Background: an optimization exercise with open tools, aiming at small area, a short achievable clock period and few clock cycles per item. Do not read the settings as production practice.
The RTL was checked by simulation tests, not by an equivalence proof against the original design.
Power and IR drop assume default switching activity.

==> inputs of violet <==
## rv32_exec_cluster
module rv32_exec_cluster (
    input  logic                   clk_i,
    input  logic                   rst_n_i,
    input  logic                   issue_valid_i,
    input  rv32_isa_pkg::exec_op_e issue_op_i,
    input  logic [32-1:0]       issue_a_i,
    input  logic [32-1:0]       issue_b_i,
    input  rv32_flow_pkg::tag_t    issue_tag_i,
    output logic                   issue_credit_o,
    input  logic                   res_credit_i,
    output logic                   res_valid_o,
    output rv32_flow_pkg::tag_t    res_tag_o,
    output logic [32-1:0]       res_data_o
);
export LEC_CHECK = 0
export CAP_MARGIN = 20
export CORE_MARGIN = 2
export CORE_UTILIZATION = 40
export SETUP_SLACK_MARGIN = 5
export SLEW_MARGIN = 20
create_clock -name core_clock -period 10.0 [get_ports {clk_i}]
run.sh (not shown) runs the stock make flow with config.mk's settings and CLKGATE_MAP_FILE= SYNTH_SCRIPT=/design/flow/synth_recipe.tcl, a recipe that flattens the netlist after the stock synthesis.
==> inputs of ember, as changes to violet <==
- CORE_UTILIZATION: 40 -> 20
==> inputs of sierra, as changes to violet <==
--- a/flow/design.v
+++ b/flow/design.v
@@ -32,42 +32,12 @@
         DV_IDLE = 2'b00,
         DV_ITER = 2'b01,
         DV_FIN  = 2'b10    
     } dv_state_e;
 endpackage
 `timescale 1ns/1ns
-module rv32_add #(
-    parameter int W = 32
-) (
-    input  logic [W-1:0] a_i,
-    input  logic [W-1:0] b_i,
-    input  logic         ci_i,
-    output logic [W-1:0] s_o,
-    output logic         co_o
-);
-    localparam int L = $clog2(W);
-    logic [L:0][W-1:0] g, p;
-    always_comb begin
-        g[0]    = a_i & b_i;
-        p[0]    = a_i ^ b_i;
-        g[0][0] = g[0][0] | (p[0][0] & ci_i);
-        for (int l = 0; l < L; l++) begin
-            for (int i = 0; i < W; i++) begin
-                if (((i >> l) & 1) == 1) begin
-                    g[l+1][i] = g[l][i] | (p[l][i] & g[l][((i >> l) << l) - 1]);
-                    p[l+1][i] = p[l][i] & p[l][((i >> l) << l) - 1];
-                end else begin
-                    g[l+1][i] = g[l][i];
-                    p[l+1][i] = p[l][i];
-                end
-            end
-        end
-        s_o  = (a_i ^ b_i) ^ {g[L][W-2:0], ci_i};
-        co_o = g[L][W-1];
-    end
-endmodule
 module rv32_alu_pipe (
     input  rv32_isa_pkg::exec_op_e op_i,
     input  logic [32-1:0]       a_i,
     input  logic [32-1:0]       b_i,
     output logic [32-1:0]       res_o
 );
@@ -75,14 +45,13 @@
     logic [32:0]   sum;
     logic             ltu, lt;
     logic             sll, fill;
     logic [32-1:0] sh_in, sh_out, sh_rev;
     logic [32:0]   sh_ext;
     assign sub = op_i[3] | op_i[1];
-    rv32_add #(.W(32)) rv32_add_i (.a_i(a_i), .b_i(b_i ^ {32{sub}}), .ci_i(sub),
-                                      .s_o(sum[32-1:0]), .co_o(sum[32]));
+    assign sum = {1'b0, a_i} + {1'b0, b_i ^ {32{sub}}} + {{32{1'b0}}, sub};
     assign ltu = ~sum[32];
     assign lt  = (a_i[32-1] ^ b_i[32-1]) ? a_i[32-1] : sum[32-1];
     assign sll  = (op_i[2:0] == 3'b001);
     assign fill = op_i[3] & a_i[32-1];
     always_comb begin
         for (int i = 0; i < 32; i++) sh_in[i] = sll ? a_i[32-1-i] : a_i[i];
@@ -148,14 +117,13 @@
     always_ff @(posedge clk_i) begin
         m_s    <= t_s;
         m_c    <= t_c;
         m_hi   <= hi_i;
         slot_o <= slot_i;
     end
-    logic prod_co;
-    rv32_add #(.W(2*32)) rv32_add_i (.a_i(m_s), .b_i(m_c), .ci_i(1'b0), .s_o(prod), .co_o(prod_co));
+    assign prod  = m_s + m_c;
     assign res_o = m_hi ? prod[2*32-1:32] : prod[32-1:0];
 endmodule
 module rv32_clz32 (
     input  logic [31:0] x_i,
     output logic [5:0]  n_o
 );
@@ -208,12 +176,13 @@
     logic [32-1:0]     pa, pb;
     logic [5:0]           za, zb, sh;
     logic                 div0, qzero;
     logic [32-1:0]     r, q, d;
     logic [3:0]           cnt;
     logic                 negq, negr, is_rem;
+    logic [32+2:0]     t1, t2, t3;
     logic [1:0]           qq;
     logic [32-1:0]     r_nx;
     logic [32-1:0]     fin_val;
     logic                 fin_neg;
     assign start   = any_i && (state != rv32_flow_pkg::DV_ITER);
     assign start_o = start;
@@ -221,28 +190,20 @@
     assign pb = b_i[pick_i];
     rv32_clz32 rv32_clz32_a (.x_i(pa), .n_o(za));
     rv32_clz32 rv32_clz32_b (.x_i(pb), .n_o(zb));
     assign div0  = (zb == 6'd32);
     assign qzero = (zb < za);
     assign sh    = zb - za;
-    logic [32-1:0] t1;
-    logic [32:0]   t2;
-    logic [32+1:0] t3, c3s, c3c;
-    logic             ge1, ge2, ge3;
-    rv32_add #(.W(32)) rv32_add_t1 (.a_i(r), .b_i(~d), .ci_i(1'b1), .s_o(t1), .co_o(ge1));
-    rv32_add #(.W(32+1)) rv32_add_t2 (.a_i({1'b0, r}), .b_i(~{d, 1'b0}), .ci_i(1'b1),
-                                         .s_o(t2), .co_o(ge2));
-    assign c3s = {2'b0, r} ^ ~{2'b0, d} ^ ~{1'b0, d, 1'b0};
-    assign c3c = ({2'b0, r} & ~{2'b0, d}) | ({2'b0, r} & ~{1'b0, d, 1'b0}) | (~{2'b0, d} & ~{1'b0, d, 1'b0});
-    rv32_add #(.W(32+2)) rv32_add_t3 (.a_i(c3s), .b_i({c3c[32:0], 1'b1}), .ci_i(1'b1),
-                                         .s_o(t3), .co_o(ge3));
+    assign t1 = {3'b0, r} - {3'b0, d};
+    assign t2 = {3'b0, r} - {2'b0, d, 1'b0};
+    assign t3 = {3'b0, r} - {3'b0, d} - {2'b0, d, 1'b0};
     always_comb begin
-        if (ge3)      begin qq = 2'd3; r_nx = t3[32-1:0]; end
-        else if (ge2) begin qq = 2'd2; r_nx = t2[32-1:0]; end
-        else if (ge1) begin qq = 2'd1; r_nx = t1; end
-        else          begin qq = 2'd0; r_nx = r; end
+        if (!t3[32+2])      begin qq = 2'd3; r_nx = t3[32-1:0]; end
+        else if (!t2[32+2]) begin qq = 2'd2; r_nx = t2[32-1:0]; end
+        else if (!t1[32+2]) begin qq = 2'd1; r_nx = t1[32-1:0]; end
+        else                   begin qq = 2'd0; r_nx = r; end
     end
     always_ff @(posedge clk_i) begin
         if (!rst_n_i) begin
             state <= rv32_flow_pkg::DV_IDLE;
         end else if (start) begin
             state <= (div0 || qzero) ? rv32_flow_pkg::DV_FIN : rv32_flow_pkg::DV_ITER;
@@ -273,15 +234,13 @@
             cnt <= cnt - 4'd1;
         end
     end
     assign fin_o   = (state == rv32_flow_pkg::DV_FIN);
     assign fin_val = is_rem ? r : q;
     assign fin_neg = is_rem ? negr : negq;
-    logic fin_co;
-    rv32_add #(.W(32)) rv32_add_fin (.a_i(fin_val ^ {32{fin_neg}}), .b_i('0), .ci_i(fin_neg),
-                                        .s_o(res_o), .co_o(fin_co));
+    assign res_o   = (fin_val ^ {32{fin_neg}}) + {{(32-1){1'b0}}, fin_neg};
 endmodule
 module rv32_mul_tree (
     input  logic [32:0] x,
     input  logic [16:0] bone,    
     input  logic [16:0] btwo,    
     input  logic [16:0] bneg,    
@@ -2201,19 +2160,14 @@
     end
     logic                 div_signed;
     logic [32-1:0]     alu_res, abs_a, abs_b, x_a;
     rv32_flow_pkg::slot_t x_slot;
     assign div_signed = !i_op[0];
     rv32_alu_pipe rv32_alu_pipe_i (.op_i(i_op), .a_i(i_a), .b_i(i_b), .res_o(alu_res));
-    logic neg_a, neg_b, abs_a_co, abs_b_co;
-    assign neg_a = div_signed && i_a[32-1];
-    assign neg_b = div_signed && i_b[32-1];
-    rv32_add #(.W(32)) rv32_add_abs_a (.a_i(i_a ^ {32{neg_a}}), .b_i('0), .ci_i(neg_a),
-                                          .s_o(abs_a), .co_o(abs_a_co));
-    rv32_add #(.W(32)) rv32_add_abs_b (.a_i(i_b ^ {32{neg_b}}), .b_i('0), .ci_i(neg_b),
-                                          .s_o(abs_b), .co_o(abs_b_co));
+    assign abs_a = (div_signed && i_a[32-1]) ? -i_a : i_a;
+    assign abs_b = (div_signed && i_b[32-1]) ? -i_b : i_b;
     assign x_a   = i_div ? abs_a : alu_res;
     logic                 m_valid;
     rv32_flow_pkg::slot_t m_slot;
     logic [32-1:0]     m_data;
     rv32_mul_pipe rv32_mul_pipe_i (.clk_i(clk_i),
                                    .rst_n_i(rst_n_i),
- CORE_UTILIZATION: 40 -> 55
==> inputs of zinc, as changes to violet <==
==> flow/flow/run.sh (new file) <==
#!/bin/bash
# The standard layout, with its timing repair aimed further below the clock
# period than config.mk's settings allow (a setup margin of 5.4 ns).
set -euo pipefail
bash standard.sh SETUP_SLACK_MARGIN=5.4 finish > standard_flow.log 2>&1
==> flow/standard.sh (new file) <==
#!/bin/bash
# synth_recipe.tcl (not shown) runs the flow's synth.tcl, then flattens the netlist and writes it again
# the make line also repeats each setting of config.mk as NAME=value (left out here)
make -C /OpenROAD-flow-scripts/flow DESIGN_CONFIG=/design/flow/config.mk WORK_HOME=/design/flow/orfs CLKGATE_MAP_FILE= SYNTH_SCRIPT=/design/flow/synth_recipe.tcl "${@:-finish}"
- CORE_UTILIZATION: 40 -> 30
- SETUP_SLACK_MARGIN: 5 -> not set
removed: flow/run.sh
==> summary.txt <==
Maximum frequency: zinc > ember > violet > sierra. Against sierra, the combinational power of zinc is smaller by 17%. Via count: sierra > zinc > violet > ember. Of zinc and ember, ember has the higher clock skew (gap 0.010 ns). Register-to-register slack: violet is lower than zinc (0.24 ns).
==> figures <==
metric	sierra	ember	violet	zinc
Total power	0.0280 W	0.0240 W	0.0240 W	0.0246 W
Core area	120000 sq um	327000 sq um	163000 sq um	217000 sq um
Cell with the biggest individual delay on the critical path	sky130_fd_sc_hd__edfxtp_1	sky130_fd_sc_hd__buf_4	sky130_fd_sc_hd__dfxtp_4	sky130_fd_sc_hd__or4_4
Met3 Use GR	11.7%	4.81%	7.93%	7.15%
Outcome	no timing/DRC/antenna violations	no timing/DRC/antenna violations	no timing/DRC/antenna violations	no timing/DRC/antenna violations
Logic inverters	748	689	689	691
Number of distinct library cell variants in the gate-level netlist after synthesis	88	98	98	98
Flip-flop and latch share of the layout cell area	22.1%	22.0%	22.6%	21.8%
Number of buffer and inverter instances along the worst setup path	2	6	4	4
Sequential cell area fraction in the yosys report	24.3%	24.8%	24.8%	24.8%
Number of vias per cell after detailed routing	6.76	5.01	6.26	5.86
Power dissipated by switching net loads	0.0144 W	0.0120 W	0.0119 W	0.0124 W
Testbench counts of violet, summed over its fixed seeds: cycles 12,930, items 12,000.
Testbench counts of ember, summed over its fixed seeds: cycles 12,930, items 12,000.
Testbench counts of sierra, summed over its fixed seeds: cycles 12,930, items 12,000.
Testbench counts of zinc, summed over its fixed seeds: cycles 12,930, items 12,000.

* * *

==> run a <==
rv32_exec_cluster, a different RTL version from the one above (not shown whole).
Settings: LEC_CHECK=0, CAP_MARGIN=20, CORE_MARGIN=2, CORE_UTILIZATION=40, SETUP_SLACK_MARGIN=5, SLEW_MARGIN=20; clock period 10.0 ns.
Stock flow here: none of the scripts above is used.
==> inputs of run b, as changes to run a <==
--- a/flow/design.v
+++ b/flow/design.v
@@ -31,28 +31,59 @@
     typedef enum logic [1:0] {
         DV_IDLE = 2'b00,
         DV_ITER = 2'b01,
         DV_FIN  = 2'b10    
     } dv_state_e;
 endpackage
 `timescale 1ns/1ns
+module rv32_add #(
+    parameter int W = 32
+) (
+    input  logic [W-1:0] a_i,
+    input  logic [W-1:0] b_i,
+    input  logic         ci_i,
+    output logic [W-1:0] s_o,
+    output logic         co_o
+);
+    localparam int L = $clog2(W);
+    logic [L:0][W-1:0] g, p;
+    always_comb begin
+        g[0]    = a_i & b_i;
+        p[0]    = a_i ^ b_i;
+        g[0][0] = g[0][0] | (p[0][0] & ci_i);
+        for (int l = 0; l < L; l++) begin
+            for (int i = 0; i < W; i++) begin
+                if (((i >> l) & 1) == 1) begin
+                    g[l+1][i] = g[l][i] | (p[l][i] & g[l][((i >> l) << l) - 1]);
+                    p[l+1][i] = p[l][i] & p[l][((i >> l) << l) - 1];
+                end else begin
+                    g[l+1][i] = g[l][i];
+                    p[l+1][i] = p[l][i];
+                end
+            end
+        end
+        s_o  = (a_i ^ b_i) ^ {g[L][W-2:0], ci_i};
+        co_o = g[L][W-1];
+    end
+endmodule
 module rv32_alu_pipe (
     input  rv32_isa_pkg::exec_op_e op_i,
     input  logic [32-1:0]       a_i,
     input  logic [32-1:0]       b_i,
     output logic [32-1:0]       res_o
 );
     logic             sub;
     logic [32:0]   sum;
     logic             ltu, lt;
     logic             sll, fill;
     logic [32-1:0] sh_in, sh_out, sh_rev;
     logic [32:0]   sh_ext;
     assign sub = op_i[3] | op_i[1];
-    assign sum = {1'b0, a_i} + {1'b0, b_i ^ {32{sub}}} + {{32{1'b0}}, sub};
+    rv32_add #(.W(32)) rv32_add_i (.a_i(a_i), .b_i(b_i ^ {32{sub}}), .ci_i(sub),
+                                      .s_o(sum[32-1:0]), .co_o(sum[32]));
     assign ltu = ~sum[32];
     assign lt  = (a_i[32-1] ^ b_i[32-1]) ? a_i[32-1] : sum[32-1];
     assign sll  = (op_i[2:0] == 3'b001);
     assign fill = op_i[3] & a_i[32-1];
     always_comb begin
         for (int i = 0; i < 32; i++) sh_in[i] = sll ? a_i[32-1-i] : a_i[i];
     end
@@ -116,15 +147,16 @@
     end
     always_ff @(posedge clk_i) begin
         m_s    <= t_s;
         m_c    <= t_c;
         m_hi   <= hi_i;
         slot_o <= slot_i;
     end
-    assign prod  = m_s + m_c;
+    logic prod_co;
+    rv32_add #(.W(2*32)) rv32_add_i (.a_i(m_s), .b_i(m_c), .ci_i(1'b0), .s_o(prod), .co_o(prod_co));
     assign res_o = m_hi ? prod[2*32-1:32] : prod[32-1:0];
 endmodule
 module rv32_clz32 (
     input  logic [31:0] x_i,
     output logic [5:0]  n_o
 );
     logic [15:0]      nz1, c1;
@@ -175,36 +207,43 @@
     logic                 start;
     logic [32-1:0]     pa, pb;
     logic [5:0]           za, zb, sh;
     logic                 div0, qzero;
     logic [32-1:0]     r, q, d;
     logic [3:0]           cnt;
     logic                 negq, negr, is_rem;
-    logic [32+2:0]     t1, t2, t3;
     logic [1:0]           qq;
     logic [32-1:0]     r_nx;
     logic [32-1:0]     fin_val;
     logic                 fin_neg;
     assign start   = any_i && (state != rv32_flow_pkg::DV_ITER);
     assign start_o = start;
     assign pa = a_i[pick_i];
     assign pb = b_i[pick_i];
     rv32_clz32 rv32_clz32_a (.x_i(pa), .n_o(za));
     rv32_clz32 rv32_clz32_b (.x_i(pb), .n_o(zb));
     assign div0  = (zb == 6'd32);
     assign qzero = (zb < za);
     assign sh    = zb - za;
-    assign t1 = {3'b0, r} - {3'b0, d};
-    assign t2 = {3'b0, r} - {2'b0, d, 1'b0};
-    assign t3 = {3'b0, r} - {3'b0, d} - {2'b0, d, 1'b0};
+    logic [32-1:0] t1;
+    logic [32:0]   t2;
+    logic [32+1:0] t3, c3s, c3c;
+    logic             ge1, ge2, ge3;
+    rv32_add #(.W(32)) rv32_add_t1 (.a_i(r), .b_i(~d), .ci_i(1'b1), .s_o(t1), .co_o(ge1));
+    rv32_add #(.W(32+1)) rv32_add_t2 (.a_i({1'b0, r}), .b_i(~{d, 1'b0}), .ci_i(1'b1),
+                                         .s_o(t2), .co_o(ge2));
+    assign c3s = {2'b0, r} ^ ~{2'b0, d} ^ ~{1'b0, d, 1'b0};
+    assign c3c = ({2'b0, r} & ~{2'b0, d}) | ({2'b0, r} & ~{1'b0, d, 1'b0}) | (~{2'b0, d} & ~{1'b0, d, 1'b0});
+    rv32_add #(.W(32+2)) rv32_add_t3 (.a_i(c3s), .b_i({c3c[32:0], 1'b1}), .ci_i(1'b1),
+                                         .s_o(t3), .co_o(ge3));
     always_comb begin
-        if (!t3[32+2])      begin qq = 2'd3; r_nx = t3[32-1:0]; end
-        else if (!t2[32+2]) begin qq = 2'd2; r_nx = t2[32-1:0]; end
-        else if (!t1[32+2]) begin qq = 2'd1; r_nx = t1[32-1:0]; end
-        else                   begin qq = 2'd0; r_nx = r; end
+        if (ge3)      begin qq = 2'd3; r_nx = t3[32-1:0]; end
+        else if (ge2) begin qq = 2'd2; r_nx = t2[32-1:0]; end
+        else if (ge1) begin qq = 2'd1; r_nx = t1; end
+        else          begin qq = 2'd0; r_nx = r; end
     end
     always_ff @(posedge clk_i) begin
         if (!rst_n_i) begin
             state <= rv32_flow_pkg::DV_IDLE;
         end else if (start) begin
             state <= (div0 || qzero) ? rv32_flow_pkg::DV_FIN : rv32_flow_pkg::DV_ITER;
         end else if (state == rv32_flow_pkg::DV_ITER) begin
@@ -212,32 +251,38 @@
         end else begin
             state <= rv32_flow_pkg::DV_IDLE;
         end
     end
     always_ff @(posedge clk_i) begin
         if (start) begin
             fin_slot_o <= pick_i;
-            r          <= pa;
-            q          <= div0 ? '1 : '0;
-            d          <= pb << {sh[4:1], 1'b0};
-            cnt        <= sh[4:1];
             negq       <= negq_i[pick_i] && !div0;
             negr       <= negr_i[pick_i];
             is_rem     <= rem_i[pick_i];
-        end else if (state == rv32_flow_pkg::DV_ITER) begin
+        end
+    end
+    always_ff @(posedge clk_i) begin
+        if (start) begin
+            r   <= pa;
+            q   <= div0 ? '1 : '0;
+            d   <= pb << {sh[4:1], 1'b0};
+            cnt <= sh[4:1];
+        end else begin
             r   <= r_nx;
             q   <= {q[32-3:0], qq};
             d   <= {2'b0, d[32-1:2]};
             cnt <= cnt - 4'd1;
         end
     end
     assign fin_o   = (state == rv32_flow_pkg::DV_FIN);
     assign fin_val = is_rem ? r : q;
     assign fin_neg = is_rem ? negr : negq;
-    assign res_o   = (fin_val ^ {32{fin_neg}}) + {{(32-1){1'b0}}, fin_neg};
+    logic fin_co;
+    rv32_add #(.W(32)) rv32_add_fin (.a_i(fin_val ^ {32{fin_neg}}), .b_i('0), .ci_i(fin_neg),
+                                        .s_o(res_o), .co_o(fin_co));
 endmodule
 module rv32_mul_tree (
     input  logic [32:0] x,
     input  logic [16:0] bone,    
     input  logic [16:0] btwo,    
     input  logic [16:0] bneg,    
     output logic [63:0] s,
@@ -2155,16 +2200,21 @@
         i_bneg <= e_neg;
     end
     logic                 div_signed;
     logic [32-1:0]     alu_res, abs_a, abs_b, x_a;
     rv32_flow_pkg::slot_t x_slot;
     assign div_signed = !i_op[0];
     rv32_alu_pipe rv32_alu_pipe_i (.op_i(i_op), .a_i(i_a), .b_i(i_b), .res_o(alu_res));
-    assign abs_a = (div_signed && i_a[32-1]) ? -i_a : i_a;
-    assign abs_b = (div_signed && i_b[32-1]) ? -i_b : i_b;
+    logic neg_a, neg_b, abs_a_co, abs_b_co;
+    assign neg_a = div_signed && i_a[32-1];
+    assign neg_b = div_signed && i_b[32-1];
+    rv32_add #(.W(32)) rv32_add_abs_a (.a_i(i_a ^ {32{neg_a}}), .b_i('0), .ci_i(neg_a),
+                                          .s_o(abs_a), .co_o(abs_a_co));
+    rv32_add #(.W(32)) rv32_add_abs_b (.a_i(i_b ^ {32{neg_b}}), .b_i('0), .ci_i(neg_b),
+                                          .s_o(abs_b), .co_o(abs_b_co));
     assign x_a   = i_div ? abs_a : alu_res;
     logic                 m_valid;
     rv32_flow_pkg::slot_t m_slot;
     logic [32-1:0]     m_data;
     rv32_mul_pipe rv32_mul_pipe_i (.clk_i(clk_i),
                                    .rst_n_i(rst_n_i),
                                    .valid_i(i_valid && i_mul),
Settings changed: CORE_UTILIZATION 40 to 30.
==> summary.txt <==
Between run a and run b, the lower clock power is in run b (gap about 4%, measured against run b). Flip-flop and latch count is the same in run b and run a. Against run a, the worst hold slack of run b is higher by 6.6 ps. Sequential share of layout area is about the same in run a and run b. Between run b and run a, the lower non-clock buffer count is in run b (gap 134).
Testbench counts of run a, summed over its fixed seeds: cycles 12,930, items 12,000.
Testbench counts of run b, summed over its fixed seeds: cycles 12,930, items 12,000.

[port drivers added, routing unchanged]
No port has a modelled driver above. Below, the same layouts with a new extraction and two added sets of constraints.
Step 1, drivers: a clkbuf_16 drives clk_i and a buf_2 each remaining input, both assumed.
Step 2 adds t to the input delays and takes it off the output delays; t is the mean of the earliest and latest rising clock arrival at the registers after step 1. Input paths then give back, and output paths get back, about the clock's delay inside the block.
Three values: ideal, step 1, step 2; two values: the first two.
run | t (ns) | setup WS [ns] | worst slew at a driven data input, ns
violet | 0.789 | 5.053 / 4.999 / 5.053 | 0.06
ember | 0.800 | 5.064 / 5.051 / 5.064 | 0.22
sierra | 0.770 | 4.408 / 4.408 / 4.408 | 0.06
zinc | 0.814 | 5.293 / 5.293 / 5.293 | 0.14
run a | 0.785 | 4.764 / 4.764 / 4.764 | 0.05
run b | 0.803 | 5.039 / 5.039 / 5.039 | 0.10
After both steps every run listed still meets setup and hold.
